Context: an optimization exercise on an open-source flow, tuned for small area, a short achievable clock period and few clock cycles. The choices shown serve that exercise and are no tape-out recipe. In this exercise RTL edits were held to simulation tests only and were not proved equivalent to the original.

Setup of v6:
// integer_to_padded_ascii
module integer_to_padded_ascii #(
  parameter int MAX_FIELD  = itap_pkg::DEF_MAX_FIELD,
  parameter int VALUE_BITS = itap_pkg::DEF_VALUE_BITS
) (
  input  logic                             clk_i,
  input  logic                             rst_ni,
  input  logic                             s_axis_tvalid,
  output logic                             s_axis_tready,
  input  logic [itap_pkg::IN_TDATA_W-1:0]  s_axis_tdata,
  input  logic [itap_pkg::IN_TUSER_W-1:0]  s_axis_tuser,
  output logic                             m_axis_tvalid,
  input  logic                             m_axis_tready,
  output logic [itap_pkg::OUT_TDATA_W-1:0] m_axis_tdata,
  output logic                             m_axis_tlast
);
  function automatic logic [2:0] enc_q(input logic [2:0] q);
    case (q)
      3'd0: enc_q = 3'd0;
      3'd1: enc_q = 3'd1;
      3'd2: enc_q = 3'd2;
      3'd3: enc_q = 3'd3;
      3'd4: enc_q = 3'd7;
      default: enc_q = 3'd0;
    endcase
  endfunction
  function automatic logic [2:0] dec_q(input logic [2:0] c);
    case (c)
      3'd0: dec_q = 3'd0;
      3'd1: dec_q = 3'd1;
      3'd2: dec_q = 3'd2;
      3'd3: dec_q = 3'd3;
      3'd7: dec_q = 3'd4;
      default: dec_q = 3'd0;
    endcase
  endfunction
  localparam int NDIG  = 20;
  localparam int ACC_W = (NDIG - 1) * 4 + 1;
  logic [63:0] v;
  logic [2:0]  fn;
  logic        wide_in, isdec_in, ishex_in, sgn_in, neg_in;
  assign v        = s_axis_tdata[63:0];
  assign fn       = s_axis_tuser[2:0];
  assign wide_in  = s_axis_tuser[3] || (fn == 3'd4);
  assign isdec_in = (fn == 3'd0) || (fn == 3'd1);
  ...
Size in the first run: about 2400 cells after synthesis, ~110 I/O pins.
clock: 8.0 ns
lec_check: 0
abc_area: 1
cap_margin: 20
core_margin: 2
core_utilization: 40
slew_margin: 20
standard.sh (not shown) runs the stock make flow with config.mk's settings and CLKGATE_MAP_FILE= SYNTH_SCRIPT=/design/flow/synth_recipe.tcl, a recipe that flattens the netlist after the stock synthesis.
==> flow/flow/run.sh <==
#!/bin/bash
# The standard layout (the standard.sh, unchanged synthesis) with two
# changes to how the layout is optimised: the port buffers are plain
# buf_2 cells instead of the delay-cell default, and timing repair aims for a
# larger setup margin. Each make run logs to a file of its own here.
set -euo pipefail
export BUFFER_PORTS_ARGS="-buffer_cell sky130_fd_sc_hd__buf_2"
export SETUP_SLACK_MARGIN="${FLOW_SETUP_MARGIN:-5.0}"
bash standard.sh synth > make_synth.log 2>&1
bash standard.sh finish > make_finish.log 2>&1
Testbench counts of v6, summed over its fixed seeds: cycles 13,131.
For v7, these inputs were changed with respect to v6:
-- flow/design.v --
<<< v6, line 163
    end
  end
  logic [3:0] h_in, lz_in;
  logic [15:0] fh;
  always_comb begin
    fh   = neg_in ? fneg : fp;
    h_in = 4'd0;
    for (int g = 0; g < 16; g++) begin
      if (fh[g]) h_in = 4'(g);
    end
    lz_in = 4'd0;
>>> v7, line 163
    end
  end
  logic [3:0] hp_in, hn_in, lz_in;
  always_comb begin
    hp_in = 4'd0;
    hn_in = 4'd0;
    for (int g = 0; g < 16; g++) begin
      if (fp[g])   hp_in = 4'(g);
      if (fneg[g]) hn_in = 4'(g);
    end
    lz_in = 4'd0;
<<< v6, line 179
  q_state_e   q_st, q_st_n;
  logic       q_neg, q_hex, q_hex_n, q_first, q_first_n, qs, qs_n;
  logic [3:0] q_lz, q_g, q_g_n, q_g_f;
  logic       tready_q, tready_n, accept, prep;
  logic       f_valid, f_valid_n, f_first, f_first_n, f_last;
>>> v7, line 179
  q_state_e   q_st, q_st_n;
  logic       q_neg, q_hex, q_hex_n, q_first, q_first_n, qs, qs_n;
  logic [3:0] q_hp, q_hn, q_lz, q_g, q_g_n;
  logic       tready_q, tready_n, accept, prep;
  logic       f_valid, f_valid_n, f_first, f_first_n, f_last;
<<< v6, line 187
  assign accept = tready_q && s_axis_tvalid;
  assign prep   = (q_st == Q_IDLE) && s_axis_tvalid;
  assign idx    = q_g;
  assign nib    = v[idx*4 +: 4];
  assign mag    = q_neg ? (~nib + 4'((idx <= q_lz) ? 1 : 0)) : nib;
>>> v7, line 187
  assign accept = tready_q && s_axis_tvalid;
  assign prep   = (q_st == Q_IDLE) && s_axis_tvalid;
  assign idx    = q_first ? (q_neg ? q_hn : q_hp) : q_g;
  assign nib    = v[idx*4 +: 4];
  assign mag    = q_neg ? (~nib + 4'((idx <= q_lz) ? 1 : 0)) : nib;
<<< v6, line 248
  assign emit    = e_busy && !k_valid;
  assign handoff = handoff_q;
  logic [5:0] lm1_nx, mm1_nx, zm1_nx, c_lm1, tm1, am1;
  logic [6:0] wc7, pc7, mm, zm;
  always_comb begin
>>> v7, line 248
  assign emit    = e_busy && !k_valid;
  assign handoff = handoff_q;
  logic [5:0] lm1_nx, mm1_nx, zm1_nx, c_lm1, c_mm1, c_zm1, tm1, am1;
  logic [6:0] wc7, pc7, mm, zm;
  always_comb begin
<<< v6, line 265
    mm1_nx = (mm == 7'd0) ? 6'd0 : 6'(mm - 7'd1);
    zm1_nx = (zm == 7'd0) ? 6'd0 : 6'(zm - 7'd1);
    tm1 = (s_wc > c_lm1) ? s_wc : c_lm1;
    am1 = (s_pc > c_lm1) ? s_pc : c_lm1;
  end
  logic       sp, pfx, zr;
>>> v7, line 265
    mm1_nx = (mm == 7'd0) ? 6'd0 : 6'(mm - 7'd1);
    zm1_nx = (zm == 7'd0) ? 6'd0 : 6'(zm - 7'd1);
    tm1 = (c_mm1 > c_lm1) ? c_mm1 : c_lm1;
    am1 = (c_zm1 > c_lm1) ? c_zm1 : c_lm1;
  end
  logic       sp, pfx, zr;
<<< v6, line 293
  logic e_busy_n, k_valid_n, tm1_is0;
  always_comb begin
    tm1_is0   = (c_lm1 == 6'd0) && (s_wc == 6'd0);
    e_busy_n  = e_busy;
    if (emit && e_last) e_busy_n = 1'b0;
>>> v7, line 293
  logic e_busy_n, k_valid_n, tm1_is0;
  always_comb begin
    tm1_is0   = (c_lm1 == 6'd0) && (c_mm1 == 6'd0);
    e_busy_n  = e_busy;
    if (emit && e_last) e_busy_n = 1'b0;
<<< v6, line 328
    end
    if (c_start) qs_n = 1'b1;
    q_g_f = q_g_n;
    if (prep) begin
      q_first_n = 1'b1;
      q_g_n     = h_in;
      q_hex_n   = ishex_in;
      if (isdec_in)      q_st_n = Q_FETCH;
>>> v7, line 328
    end
    if (c_start) qs_n = 1'b1;
    if (prep) begin
      q_first_n = 1'b1;
      q_hex_n   = ishex_in;
      if (isdec_in)      q_st_n = Q_FETCH;
<<< v6, line 345
    tready_n  = (q_st_n == Q_UNDEF) ||
                (((q_st_n == Q_FDONE) ||
                  ((q_st_n == Q_FETCH) && !q_first_n && (q_g_f == 4'd0))) &&
                 (qs_n || (q_ready_n && (c_st_n == C_IDLE))));
  end
>>> v7, line 343
    tready_n  = (q_st_n == Q_UNDEF) ||
                (((q_st_n == Q_FDONE) ||
                  ((q_st_n == Q_FETCH) && !q_first_n && (q_g_n == 4'd0))) &&
                 (qs_n || (q_ready_n && (c_st_n == C_IDLE))));
  end
<<< v6, line 388
    if (prep) begin
      q_neg <= neg_in;
      q_lz  <= lz_in;
    end
>>> v7, line 386
    if (prep) begin
      q_neg <= neg_in;
      q_hp  <= hp_in;
      q_hn  <= hn_in;
      q_lz  <= lz_in;
    end
<<< v6, line 412
      c_ndm1 <= ndm1_nx;
      c_lm1  <= lm1_nx;
      s_wc   <= mm1_nx;
      s_pc   <= zm1_nx;
    end
    if (emit && pfx && !sp) e_pre <= e_pre - 2'd1;
>>> v7, line 412
      c_ndm1 <= ndm1_nx;
      c_lm1  <= lm1_nx;
      c_mm1  <= mm1_nx;
      c_zm1  <= zm1_nx;
    end
    if (emit && pfx && !sp) e_pre <= e_pre - 2'd1;
Notes after the runs:
- v7 went all the way through synthesis, placement and routing and the layout is clean on timing, DRC and antenna.
- On detail-routed net length per standard cell, v7 and v6 are neck and neck.
- v7 reports its critical path endpoint as f_nib[1] while v6 reports c_lm1[2].
- Row count, v7 and v6: higher on v7
- The core utilization of v7 falls short of that of v6 by 0.57 points.
- The lower clock buffer count in the final layout of v7 and v6 is in v6.
- The share of the clock period used by the worst path after layout in v7 was higher than what v6 gave.
- Summary of v7 over v6: minimum setup slack in the final design moved down.
- Going from v6 to v7, layout-stage area growth over the synthesis result now sits lower, sequential share of layout area now sits higher.
Testbench counts of v7, summed over its fixed seeds: cycles 13,131.

port drivers added, routing unchanged:
How much do the figures lean on ideal ports? The routed layouts below were timed once more, with nothing changed but the port constraints.
Step 1 (the two cells are an assumption about what drives the block):
set clk [get_ports {clk_i}]
set_driving_cell -lib_cell sky130_fd_sc_hd__clkbuf_16 $clk
set_driving_cell -lib_cell sky130_fd_sc_hd__buf_2 [delete_from_list [all_inputs] $clk]
Step 2 also shifts input and output timing later by t, the mid clock arrival at the registers, as if the neighbouring blocks saw the same clock.
Three values: ideal ports, drivers, drivers and shift; two values: the first two.
| run | t, ns | slack for setup (ns) | worst hold slack (ns) | worst setup path after step 2 |
|---|---|---|---|---|
| v6 | 0.638 | 5.117 / 5.117 / 4.520 | 0.419 / 0.419 / 0.419 | input to register |
| v7 | 0.623 | 5.062 / 5.062 / 4.514 | 0.421 / 0.421 / 0.421 | input to register |
After both steps setup and hold are still met in every run listed. For v6, which loses most, drivers alone change the setup slack by 0.000 ns; drivers and shift together by -0.597 ns.
